Source: an optimization exercise on an open RTL-to-GDS flow (aim: small area, a short achievable clock period and few clock cycles per item). Production flows keep margins and buffers that such runs may drop.
Function was checked by simulation only, so behaviour that the tests miss may differ from the original.
Power and IR drop assume default switching activity.

--- constraint.sdc ---
create_clock -name core_clock -period 5.5 [get_ports {clk_i}]
set_input_delay 1.1000 -clock core_clock [delete_from_list [all_inputs] [get_ports {clk_i}]]
set_output_delay 1.1000 -clock core_clock [all_outputs]
set_load 0.01 [all_outputs]
--- config.mk ---
export PLATFORM = sky130hd
export DESIGN_NAME = k423_core
export DESIGN_NICKNAME = k423_core
export VERILOG_FILES = /design/flow/design.v
export SDC_FILE = /design/flow/constraint.sdc
export NUM_CORES = 4
export LEC_CHECK = 0
export CAP_MARGIN = 20
export CORE_MARGIN = 2
export CORE_UTILIZATION = 40
export SLEW_MARGIN = 20
--- run.sh ---
#!/bin/bash
# synth_recipe.tcl (not shown) runs the flow's synth.tcl, then flattens the netlist and writes it again
# the make line also repeats each setting of config.mk as NAME=value (left out here)
make -C /OpenROAD-flow-scripts/flow DESIGN_CONFIG=/design/flow/config.mk WORK_HOME=/design/flow/orfs CLKGATE_MAP_FILE= SYNTH_SCRIPT=/design/flow/synth_recipe.tcl finish
--- design.v ---
package k423_pkg;
  localparam int XLEN      = 32;
  localparam int ADDR_W    = 32;
  localparam int INST_W    = 32;
  localparam int REG_IDX_W = 5;
  localparam int NUM_REGS = 32;
  typedef logic [XLEN-1:0]      xlen_t;
  typedef logic [ADDR_W-1:0]    addr_t;
  typedef logic [INST_W-1:0]    inst_t;
  typedef logic [REG_IDX_W-1:0] reg_idx_t;
  localparam logic [6:0] OPC_OP     = 7'b0110011;
  localparam logic [6:0] OPC_OP_IMM = 7'b0010011;
  localparam logic [6:0] OPC_LUI    = 7'b0110111;
  localparam logic [6:0] OPC_BRANCH = 7'b1100011;
  localparam logic [6:0] OPC_JAL    = 7'b1101111;
  typedef enum logic [3:0] {
    ALU_ADD,
    ALU_SUB,
    ALU_AND,
    ALU_OR,
    ALU_XOR,
    ALU_SLT,
    ALU_SLTU,
    ALU_SLL,
    ALU_SRL,
    ALU_SRA,
    ALU_PASS_B
  } alu_op_e;
  typedef enum logic [2:0] {
    BR_NONE,
    BR_EQ,
    BR_NE,
    BR_LT,
    BR_GE,
    BR_JUMP
  } br_op_e;
endpackage
module k423_fetch #(
  parameter k423_pkg::addr_t RESET_PC = '0
) (
  input  logic             clk_i,
  input  logic             arst_n_i,
  input  logic             br_tkn_i,
  input  k423_pkg::addr_t  br_pc_i,
  output k423_pkg::addr_t  imem_addr_o,
  input  k423_pkg::inst_t  imem_rdata_i,
  output logic             if_vld_o,
  output k423_pkg::addr_t  if_pc_o,
  output k423_pkg::inst_t  if_inst_o
);
  k423_pkg::addr_t pc_q;
  k423_pkg::addr_t pc_nxt;
  logic            if_vld_q;
  k423_pkg::addr_t if_pc_q;
  k423_pkg::inst_t if_inst_q;
  assign pc_nxt = br_tkn_i ? br_pc_i : pc_q + 32'd4;
  always_ff @(posedge clk_i or negedge arst_n_i) begin
    if (!arst_n_i) begin
      pc_q <= RESET_PC;
    end else begin
      pc_q <= pc_nxt;
    end
  end
  assign imem_addr_o = pc_q;
  always_ff @(posedge clk_i or negedge arst_n_i) begin
    if (!arst_n_i) begin
      if_vld_q <= 1'b0;
    end else begin
      if_vld_q <= ~br_tkn_i;
    end
  end
  always_ff @(posedge clk_i) begin
    if_pc_q   <= pc_q;
    if_inst_q <= imem_rdata_i;
  end
  assign if_vld_o  = if_vld_q;
  assign if_pc_o   = if_pc_q;
  assign if_inst_o = if_inst_q;
endmodule
module k423_decode (
  input  logic                clk_i,
  input  logic                arst_n_i,
  input  logic                br_tkn_i,
  input  logic                if_vld_i,
  input  k423_pkg::addr_t     if_pc_i,
  input  k423_pkg::inst_t     if_inst_i,
  output k423_pkg::reg_idx_t  rs1_idx_o,
  output k423_pkg::reg_idx_t  rs2_idx_o,
  input  k423_pkg::xlen_t     rs1_data_i,
  input  k423_pkg::xlen_t     rs2_data_i,
  output logic                id_vld_o,
  output k423_pkg::addr_t     id_pc_o,
  output k423_pkg::alu_op_e   id_alu_op_o,
  output k423_pkg::br_op_e    id_br_op_o,
  output k423_pkg::xlen_t     id_op_a_o,
  output k423_pkg::xlen_t     id_op_b_o,
  output k423_pkg::xlen_t     id_rs1_o,
  output k423_pkg::xlen_t     id_rs2_o,
  output k423_pkg::xlen_t     id_imm_o,
  output logic                id_rd_vld_o,
  output k423_pkg::reg_idx_t  id_rd_idx_o
);
  logic [6:0]         opcode;
  logic [2:0]         funct3;
  logic [6:0]         funct7;
  k423_pkg::reg_idx_t rd_idx;
  k423_pkg::xlen_t    imm_i;
  k423_pkg::xlen_t    imm_u;
  k423_pkg::xlen_t    imm_b;
  k423_pkg::xlen_t    imm_j;
  logic               f7_ok;
  k423_pkg::alu_op_e  alu_op;
  k423_pkg::br_op_e   br_op;
  k423_pkg::xlen_t    op_a;
  k423_pkg::xlen_t    op_b;
  k423_pkg::xlen_t    imm;
  logic               rd_vld;
  assign opcode = if_inst_i[6:0];
  assign funct3 = if_inst_i[14:12];
  assign funct7 = if_inst_i[31:25];
  assign rd_idx = if_inst_i[11:7];
  assign rs1_idx_o = if_inst_i[19:15];
  assign rs2_idx_o = if_inst_i[24:20];
  assign imm_i = {{20{if_inst_i[31]}}, if_inst_i[31:20]};
  assign imm_u = {if_inst_i[31:12], 12'b0};
  assign imm_b = {{19{if_inst_i[31]}}, if_inst_i[31], if_inst_i[7],
                  if_inst_i[30:25], if_inst_i[11:8], 1'b0};
  assign imm_j = {{11{if_inst_i[31]}}, if_inst_i[31], if_inst_i[19:12],
                  if_inst_i[20], if_inst_i[30:21], 1'b0};
  assign f7_ok = (funct7 == 7'b0000000) ||
                 ((funct7 == 7'b0100000) && (funct3 == 3'b000 || funct3 == 3'b101));
  always_comb begin
    alu_op = k423_pkg::ALU_ADD;
    br_op  = k423_pkg::BR_NONE;
    op_a   = rs1_data_i;
    op_b   = rs2_data_i;
    imm    = imm_i;
    rd_vld = 1'b0;
    case (opcode)
      k423_pkg::OPC_OP: begin
        rd_vld = f7_ok;
        case (funct3)
          3'b000:  alu_op = funct7[5] ? k423_pkg::ALU_SUB : k423_pkg::ALU_ADD;
          3'b001:  alu_op = k423_pkg::ALU_SLL;
          3'b010:  alu_op = k423_pkg::ALU_SLT;
          3'b011:  alu_op = k423_pkg::ALU_SLTU;
          3'b100:  alu_op = k423_pkg::ALU_XOR;
          3'b101:  alu_op = funct7[5] ? k423_pkg::ALU_SRA : k423_pkg::ALU_SRL;
          3'b110:  alu_op = k423_pkg::ALU_OR;
          default: alu_op = k423_pkg::ALU_AND;
        endcase
      end
      k423_pkg::OPC_OP_IMM: begin
        op_b   = imm_i;
        rd_vld = 1'b1;
        case (funct3)
          3'b000:  alu_op = k423_pkg::ALU_ADD;
          3'b010:  alu_op = k423_pkg::ALU_SLT;
          3'b100:  alu_op = k423_pkg::ALU_XOR;
          3'b110:  alu_op = k423_pkg::ALU_OR;
          3'b111:  alu_op = k423_pkg::ALU_AND;
          default: rd_vld = 1'b0;
        endcase
      end
      k423_pkg::OPC_LUI: begin
        alu_op = k423_pkg::ALU_PASS_B;
        op_a   = '0;
        op_b   = imm_u;
        imm    = imm_u;
        rd_vld = 1'b1;
      end
      k423_pkg::OPC_BRANCH: begin
        imm = imm_b;
        case (funct3)
          3'b000:  br_op = k423_pkg::BR_EQ;
          3'b001:  br_op = k423_pkg::BR_NE;
          3'b100:  br_op = k423_pkg::BR_LT;
          3'b101:  br_op = k423_pkg::BR_GE;
          default: br_op = k423_pkg::BR_NONE;
        endcase
      end
      k423_pkg::OPC_JAL: begin
        op_a   = if_pc_i;
        op_b   = 32'd4;
        imm    = imm_j;
        br_op  = k423_pkg::BR_JUMP;
        rd_vld = 1'b1;
      end
      default: rd_vld = 1'b0;
    endcase
    if (rd_idx == '0) begin
      rd_vld = 1'b0;
    end
  end
  always_ff @(posedge clk_i or negedge arst_n_i) begin
    if (!arst_n_i) begin
      id_vld_o <= 1'b0;
    end else begin
      id_vld_o <= if_vld_i & ~br_tkn_i;
    end
  end
  always_ff @(posedge clk_i) begin
    id_pc_o     <= if_pc_i;
    id_alu_op_o <= alu_op;
    id_br_op_o  <= br_op;
    id_op_a_o   <= op_a;
    id_op_b_o   <= op_b;
    id_rs1_o    <= rs1_data_i;
    id_rs2_o    <= rs2_data_i;
    id_imm_o    <= imm;
    id_rd_vld_o <= rd_vld;
    id_rd_idx_o <= rd_idx;
  end
endmodule
module k423_regfile (
  input  logic                clk_i,
  input  logic                arst_n_i,
  input  k423_pkg::reg_idx_t  rs1_idx_i,
  input  k423_pkg::reg_idx_t  rs2_idx_i,
  output k423_pkg::xlen_t     rs1_data_o,
  output k423_pkg::xlen_t     rs2_data_o,
  input  logic                ex_rd_vld_i,
  input  k423_pkg::reg_idx_t  ex_rd_idx_i,
  input  k423_pkg::xlen_t     ex_rd_data_i,
  input  k423_pkg::addr_t     ex_pc_i,
  output k423_pkg::addr_t     wb_pc_o,
  output logic                wb_rd_vld_o,
  output k423_pkg::reg_idx_t  wb_rd_idx_o,
  output k423_pkg::xlen_t     wb_rd_o
);
  k423_pkg::xlen_t    regs_q [k423_pkg::NUM_REGS-1:1];
  logic               wb_vld_q;
  k423_pkg::reg_idx_t wb_idx_q;
  k423_pkg::xlen_t    wb_data_q;
  k423_pkg::addr_t    wb_pc_q;
  always_ff @(posedge clk_i or negedge arst_n_i) begin
    if (!arst_n_i) begin
      wb_vld_q <= 1'b0;
    end else begin
      wb_vld_q <= ex_rd_vld_i;
    end
  end
  always_ff @(posedge clk_i) begin
    wb_idx_q  <= ex_rd_idx_i;
    wb_data_q <= ex_rd_data_i;
    wb_pc_q   <= ex_pc_i;
  end
  always_ff @(posedge clk_i) begin
    if (wb_vld_q) begin
      regs_q[wb_idx_q] <= wb_data_q;
    end
  end
  always_comb begin
    if (rs1_idx_i == '0) begin
      rs1_data_o = '0;
    end else if (ex_rd_vld_i && ex_rd_idx_i == rs1_idx_i) begin
      rs1_data_o = ex_rd_data_i;
    end else if (wb_vld_q && wb_idx_q == rs1_idx_i) begin
      rs1_data_o = wb_data_q;
    end else begin
      rs1_data_o = regs_q[rs1_idx_i];
    end
  end
  always_comb begin
    if (rs2_idx_i == '0) begin
      rs2_data_o = '0;
    end else if (ex_rd_vld_i && ex_rd_idx_i == rs2_idx_i) begin
      rs2_data_o = ex_rd_data_i;
    end else if (wb_vld_q && wb_idx_q == rs2_idx_i) begin
      rs2_data_o = wb_data_q;
    end else begin
      rs2_data_o = regs_q[rs2_idx_i];
    end
  end
  assign wb_pc_o     = wb_pc_q;
  assign wb_rd_vld_o = wb_vld_q;
  assign wb_rd_idx_o = wb_idx_q;
  assign wb_rd_o     = wb_data_q;
endmodule
module k423_execute (
  input  logic                id_vld_i,
  input  k423_pkg::addr_t     id_pc_i,
  input  k423_pkg::alu_op_e   id_alu_op_i,
  input  k423_pkg::br_op_e    id_br_op_i,
  input  k423_pkg::xlen_t     id_op_a_i,
  input  k423_pkg::xlen_t     id_op_b_i,
  input  k423_pkg::xlen_t     id_rs1_i,
  input  k423_pkg::xlen_t     id_rs2_i,
  input  k423_pkg::xlen_t     id_imm_i,
  input  logic                id_rd_vld_i,
  input  k423_pkg::reg_idx_t  id_rd_idx_i,
  output logic                br_tkn_o,
  output k423_pkg::addr_t     br_pc_o,
  output logic                ex_rd_vld_o,
  output k423_pkg::reg_idx_t  ex_rd_idx_o,
  output k423_pkg::xlen_t     ex_rd_data_o,
  output k423_pkg::addr_t     ex_pc_o
);
  k423_pkg::xlen_t alu_res;
  logic [4:0]      shamt;
  logic            rs_eq;
  logic            rs_lt;
  logic            take;
  k423_pkg::addr_t target;
  assign shamt = id_op_b_i[4:0];
  always_comb begin
    case (id_alu_op_i)
      k423_pkg::ALU_ADD:    alu_res = id_op_a_i + id_op_b_i;
      k423_pkg::ALU_SUB:    alu_res = id_op_a_i - id_op_b_i;
      k423_pkg::ALU_AND:    alu_res = id_op_a_i & id_op_b_i;
      k423_pkg::ALU_OR:     alu_res = id_op_a_i | id_op_b_i;
      k423_pkg::ALU_XOR:    alu_res = id_op_a_i ^ id_op_b_i;
      k423_pkg::ALU_SLT:    alu_res = {31'b0, $signed(id_op_a_i) < $signed(id_op_b_i)};
      k423_pkg::ALU_SLTU:   alu_res = {31'b0, id_op_a_i < id_op_b_i};
      k423_pkg::ALU_SLL:    alu_res = id_op_a_i << shamt;
      k423_pkg::ALU_SRL:    alu_res = id_op_a_i >> shamt;
      k423_pkg::ALU_SRA:    alu_res = $signed(id_op_a_i) >>> shamt;
      k423_pkg::ALU_PASS_B: alu_res = id_op_b_i;
      default:              alu_res = '0;
    endcase
  end
  assign rs_eq = (id_rs1_i == id_rs2_i);
  assign rs_lt = ($signed(id_rs1_i) < $signed(id_rs2_i));
  always_comb begin
    case (id_br_op_i)
      k423_pkg::BR_EQ:   take = rs_eq;
      k423_pkg::BR_NE:   take = ~rs_eq;
      k423_pkg::BR_LT:   take = rs_lt;
      k423_pkg::BR_GE:   take = ~rs_lt;
      k423_pkg::BR_JUMP: take = 1'b1;
      default:           take = 1'b0;
    endcase
  end
  assign target = id_pc_i + id_imm_i;
  assign br_tkn_o     = id_vld_i & take;
  assign br_pc_o      = id_vld_i ? target : '0;
  assign ex_rd_vld_o  = id_vld_i & id_rd_vld_i;
  assign ex_rd_idx_o  = id_vld_i ? id_rd_idx_i : '0;
  assign ex_rd_data_o = id_vld_i ? alu_res : '0;
  assign ex_pc_o      = id_vld_i ? id_pc_i : '0;
endmodule
module k423_core #(
  parameter k423_pkg::addr_t RESET_PC = '0
) (
  input  logic                clk_i,
  input  logic                arst_n_i,
  output k423_pkg::addr_t     imem_addr_o,
  input  k423_pkg::inst_t     imem_rdata_i,
  output k423_pkg::addr_t     debug_wb_pc_o,
  output logic                debug_wb_rd_vld_o,
  output k423_pkg::reg_idx_t  debug_wb_rd_idx_o,
  output k423_pkg::xlen_t     debug_wb_rd_o
);
  logic               br_tkn;
  k423_pkg::addr_t    br_pc;
  logic               if_vld;
  k423_pkg::addr_t    if_pc;
  k423_pkg::inst_t    if_inst;
  k423_pkg::reg_idx_t rs1_idx;
  k423_pkg::reg_idx_t rs2_idx;
  k423_pkg::xlen_t    rs1_data;
  k423_pkg::xlen_t    rs2_data;
  logic               id_vld;
  k423_pkg::addr_t    id_pc;
  k423_pkg::alu_op_e  id_alu_op;
  k423_pkg::br_op_e   id_br_op;
  k423_pkg::xlen_t    id_op_a;
  k423_pkg::xlen_t    id_op_b;
  k423_pkg::xlen_t    id_rs1;
  k423_pkg::xlen_t    id_rs2;
  k423_pkg::xlen_t    id_imm;
  logic               id_rd_vld;
  k423_pkg::reg_idx_t id_rd_idx;
  logic               ex_rd_vld;
  k423_pkg::reg_idx_t ex_rd_idx;
  k423_pkg::xlen_t    ex_rd_data;
  k423_pkg::addr_t    ex_pc;
  k423_fetch #(
    .RESET_PC ( RESET_PC )
  ) u_k423_fetch (
    .clk_i        ( clk_i        ),
    .arst_n_i     ( arst_n_i     ),
    .br_tkn_i     ( br_tkn       ),
    .br_pc_i      ( br_pc        ),
    .imem_addr_o  ( imem_addr_o  ),
    .imem_rdata_i ( imem_rdata_i ),
    .if_vld_o     ( if_vld       ),
    .if_pc_o      ( if_pc        ),
    .if_inst_o    ( if_inst      )
  );
  k423_decode u_k423_decode (
    .clk_i       ( clk_i     ),
    .arst_n_i    ( arst_n_i  ),
    .br_tkn_i    ( br_tkn    ),
    .if_vld_i    ( if_vld    ),
    .if_pc_i     ( if_pc     ),
    .if_inst_i   ( if_inst   ),
    .rs1_idx_o   ( rs1_idx   ),
    .rs2_idx_o   ( rs2_idx   ),
    .rs1_data_i  ( rs1_data  ),
    .rs2_data_i  ( rs2_data  ),
    .id_vld_o    ( id_vld    ),
    .id_pc_o     ( id_pc     ),
    .id_alu_op_o ( id_alu_op ),
    .id_br_op_o  ( id_br_op  ),
    .id_op_a_o   ( id_op_a   ),
    .id_op_b_o   ( id_op_b   ),
    .id_rs1_o    ( id_rs1    ),
    .id_rs2_o    ( id_rs2    ),
    .id_imm_o    ( id_imm    ),
    .id_rd_vld_o ( id_rd_vld ),
    .id_rd_idx_o ( id_rd_idx )
  );
  k423_regfile u_k423_regfile (
    .clk_i        ( clk_i             ),
    .arst_n_i     ( arst_n_i          ),
    .rs1_idx_i    ( rs1_idx           ),
    .rs2_idx_i    ( rs2_idx           ),
    .rs1_data_o   ( rs1_data          ),
    .rs2_data_o   ( rs2_data          ),
    .ex_rd_vld_i  ( ex_rd_vld         ),
    .ex_rd_idx_i  ( ex_rd_idx         ),
    .ex_rd_data_i ( ex_rd_data        ),
    .ex_pc_i      ( ex_pc             ),
    .wb_pc_o      ( debug_wb_pc_o     ),
    .wb_rd_vld_o  ( debug_wb_rd_vld_o ),
    .wb_rd_idx_o  ( debug_wb_rd_idx_o ),
    .wb_rd_o      ( debug_wb_rd_o     )
  );
  k423_execute u_k423_execute (
    .id_vld_i     ( id_vld     ),
    .id_pc_i      ( id_pc      ),
    .id_alu_op_i  ( id_alu_op  ),
    .id_br_op_i   ( id_br_op   ),
    .id_op_a_i    ( id_op_a    ),
    .id_op_b_i    ( id_op_b    ),
    .id_rs1_i     ( id_rs1     ),
    .id_rs2_i     ( id_rs2     ),
    .id_imm_i     ( id_imm     ),
    .id_rd_vld_i  ( id_rd_vld  ),
    .id_rd_idx_i  ( id_rd_idx  ),
    .br_tkn_o     ( br_tkn     ),
    .br_pc_o      ( br_pc      ),
    .ex_rd_vld_o  ( ex_rd_vld  ),
    .ex_rd_idx_o  ( ex_rd_idx  ),
    .ex_rd_data_o ( ex_rd_data ),
    .ex_pc_o      ( ex_pc      )
  );
endmodule
==> summary.txt <==
layer usage:
layer | vias to the layer above | part of all wire | global-route usage | routed length (µm)
met5 | - | 0.00016 | 0 | 41
met1 | 24500 | 0.39 | 0.367 | 97100
met3 | 559 | 0.086 | 0.0584 | 21500
met4 | 6 | 0.057 | 0.138 | 14100
li1 | 19700 | - | - | -
met2 | 2431 | 0.47 | 0.444 | 116000
kinds of logic after synthesis:
group           after synthesis  share of synthesized area
compound gates              926                     0.0878
xor+xnor                     88                     0.0111
mux                         869                      0.235
buf+inv                     487                     0.0291
flops                      1365                      0.539
fa+ha+maj                   171                     0.0311
simple gates               1009                     0.0667
flip-flops by register name (all words and copies together) (netlist names):
register / flops
u_k423_fetch.if_pc_q: 32
u_k423_decode.id_imm_o: 32
u_k423_regfile.wb_pc_q: 32
u_k423_decode.id_br_op_o: 3
u_k423_regfile.wb_data_q: 32
u_k423_fetch.if_vld_q: 1
u_k423_regfile.wb_idx_q: 5
u_k423_decode.id_rd_vld_o: 1
u_k423_fetch.pc_q: 32
u_k423_regfile.wb_vld_q: 1
u_k423_fetch.if_inst_q: 32
u_k423_decode.id_rd_idx_o: 5
u_k423_decode.id_vld_o: 1
u_k423_decode.id_rs1_o: 32
u_k423_regfile.regs_q: 992
u_k423_decode.id_op_a_o: 32
u_k423_decode.id_rs2_o: 32
u_k423_decode.id_pc_o: 32
u_k423_decode.id_alu_op_o: 4
u_k423_decode.id_op_b_o: 32
metrics by stage:
step / area (µm²) / utilization / std cells / setup slack [ns]
3_5_place_dp: 74400 / 0.433 / 7232 / 0.743
6_report: 79400 / 0.462 / 7511 / 0.574
4_1_cts: 79400 / 0.462 / 7508 / 0.722
3_3_place_gp: 74300 / 0.432 / 7229 / 0.621
5_1_grt: 79400 / 0.462 / 7510 / 0.329
2_1_floorplan: 69400 / - / 4915 / 1.31
cell type report:
| cell class | count | area, µm² | share of cell area |
|---|---|---|---|
| Sequential cell | 1365 | 37500 | 0.472 |
| Clock inverter | 70 | 835 | 0.0105 |
| Timing Repair Buffer | 348 | 3240 | 0.0408 |
| Multi-Input combinational cell | 3063 | 30300 | 0.381 |
| Tap cell | 2310 | 2890 | 0.0364 |
| Inverter | 147 | 552 | 0.00695 |
| Clock buffer | 206 | 4150 | 0.0523 |
| Antenna cell | 2 | 5.00 | 0.0000630 |
power by group through the flow:
stage	registers, µW	clock network [µW]	logic [µW]
finish	13700	10200	7590
global route	13700	10800	8090
CTS	13700	10400	7460
detailed placement	13900	0	7430
global placement	13900	0	7400
floorplan	14000	0	3740
synth_stat cells, drive strengths merged (30+ instances only):
cell / n / area [µm²]
nor3: 66 / 345
inv: 145 / 544
dfxtp: 338 / 6770
mux2i: 234 / 2350
nor2: 396 / 1490
edfxtp: 992 / 29800
xnor2: 44 / 385
nand3: 57 / 285
o21ai: 206 / 1030
clkbuf: 177 / 664
o22ai: 36 / 231
nand2: 266 / 998
xor2: 44 / 385
nand2b: 31 / 194
a211oi: 50 / 385
mux2: 30 / 338
dfrtp: 35 / 876
a22o: 34 / 298
buf: 163 / 802
nor2b: 31 / 194
a21o: 45 / 338
a21oi: 270 / 1360
and2: 45 / 282
ha: 168 / 2100
mux4: 605 / 13600
path summary, 6_finish.rpt:
path / from / end / cells past startpoint
setup / recovery: u_k423_decode.id_op_b_o[0] / u_k423_decode.id_op_a_o[29] / 11
hold / removal: u_k423_fetch.if_pc_q[27] / u_k423_decode.id_pc_o[27] / 0
setup reg to reg: u_k423_decode.id_op_b_o[0] / u_k423_decode.id_op_a_o[29] / 11
hold reg to reg: u_k423_fetch.if_pc_q[27] / u_k423_decode.id_pc_o[27] / 0
max in group asynchronous: arst_n_i / u_k423_fetch.pc_q[1] / 1
min in group asynchronous: arst_n_i / u_k423_regfile.wb_vld_q / 1
critical path, stage by stage (launching register included):
cell      delay [ns]
dfxtp_4         0.75
buf_4           0.51
mux2i_1         0.57
nor3_1          0.10
a211oi_1        0.51
nor3_1          0.12
a211oi_1        0.81
o211ai_1        0.28
a211oi_1        0.26
o21a_1          0.31
o22ai_1         0.24
a22o_1          0.30
==> results_dict.tcl <==
set metrics [dict create \
    ctsHtreeMaxLevel 4 \
    critPathMaxFanout 38 \
    syn_avg_cell_area_um2 14.1 \
    routed_wl_um 249000 \
    clock-sinks 1365 \
    p_leak_uw 0.0279 \
    num-fill-cells 15200 \
    synth_cell_types 106 \
    routed_via_density 6.28 \
    final_common_cell "edfxtp_1" \
    p_sw_frac 0.320 \
    syn_nets 5120 \
    slew_viol_final 0 \
    rsz0062_at_grt "no" \
    setup_viol 0 \
    worstSetupEndpointType "register" \
    die_area_mm2 0.177 \
    layout.nets 5280 \
    syn_inst 4915 \
    hold_class "register to register" \
    grt_use_total 0.280 \
    fin_crit_ns 4.93 \
    worstSkewPairLatency_ns 0.82 \
    p_int_uw 21400 \
    grt_max_degree 89 \
    dr.pass1.iters 6 \
    drt-wirelength-per-cell_um 33.1 \
    fin_total_pwr_uw 31500 \
    grt_pass1_wl_um 352000 \
    core_mm2 0.172 \
    cts_hold_buf 0 \
    synthArstFlopShare 0.0256 \
    status "finished clean" \
    rrSetupSlack_ns 0.57 \
    area_delta_synth_final_pct 14.4 \
    die_width_um 421 \
    slew_headroom 0.177 \
    ant_nets 0 \
    powerDensity_mw_per_mm2 397 \
    crit_path_start_kind "register" \
    clkSlewWorstSetupHoldPaths_ns 0.06 \
    tns_ns 0 \
    ys_ff_latch 1365 \
    start_util 0.404 \
    dr_total_vias 47200 \
    port-buffer-count 135 \
    peakVddDrop_v 0.000320 \
    drc 0 \
    gp_routability_congestion 1.02 \
    cts_tree "yes" \
    cts_buffer_depth 3 \
    cap_viol_max_count 0 \
    synth_edf_count 992 \
    path_class "register to register" \
    cts_resized 0 \
    hold_ws_ns 0.354 \
    power.share.combinational 0.241 \
    ys_seq_area_frac 0.539 \
    die_h_um 421 \
    seqPwrFrac 0.434 \
    power_frac_clock 0.325 \
    drive_gt1_frac 0.224 \
    fin_worst_skew_ns 0.0506 \
    grt_antenna_before_repair 10 \
    timing.fmax_ghz 0.203 \
    ys_warn_count 4 \
    io_pins 136 \
    cts_setup_buffers 0 \
    tightest_slew_ns 1.22 \
    cts_root_buffer "clkbuf_16" \
    grt_overflow_total 0 \
    syn_area_mm2 0.0694 \
    layout_common_cells "edfxtp_1 (992), mux4_2 (605), nor2_1 (363), dfxtp_1 (324), a21oi_1 (268)" \
    first_global_vias 46500 \
    power_switching_uw 10100 \
    worstPathArrival_ns 5.60 \
    timing.final.crit_share 0.896 \
    rows 152 \
    timing_hold_violations_final 0 \
    synth_flop_cell "edfxtp_1" \
    cp.required_ns 6.18 \
    hpwl_um 165000 \
    drtIter0Drc 6267 \
    cts-buffers-inserted 150 \
]
Testbench counts, summed over its fixed seeds: cycles 39,754, retired 24,000.

[port drivers added, routing unchanged]
Ports are ideal in the flow. The routed layout listed here was re-timed in OpenROAD.
Step 1 assumes that a clkbuf_16 drives the clock port and a buf_2 every other input.
Step 2 moves the port delays by t, midway between the first and last clock arrival at a register: inputs arrive t later, outputs are due t later. That takes back most of the time a late clock gives input paths.
Three values: ideal, step 1, step 2; two values: the first two.
shift t [ns]: 0.884
setup WS [ns]: 0.574 / 0.574 / 0.574
hold slack, ns: 0.354 / 0.354 / 0.354
worst slew at a driven data input, ns: 0.09
cell pins on the clock port's net: 1
After both steps setup and hold are still met in this run. The setup slack of this run moves by 0.000 ns with the drivers and by 0.000 ns with both steps.
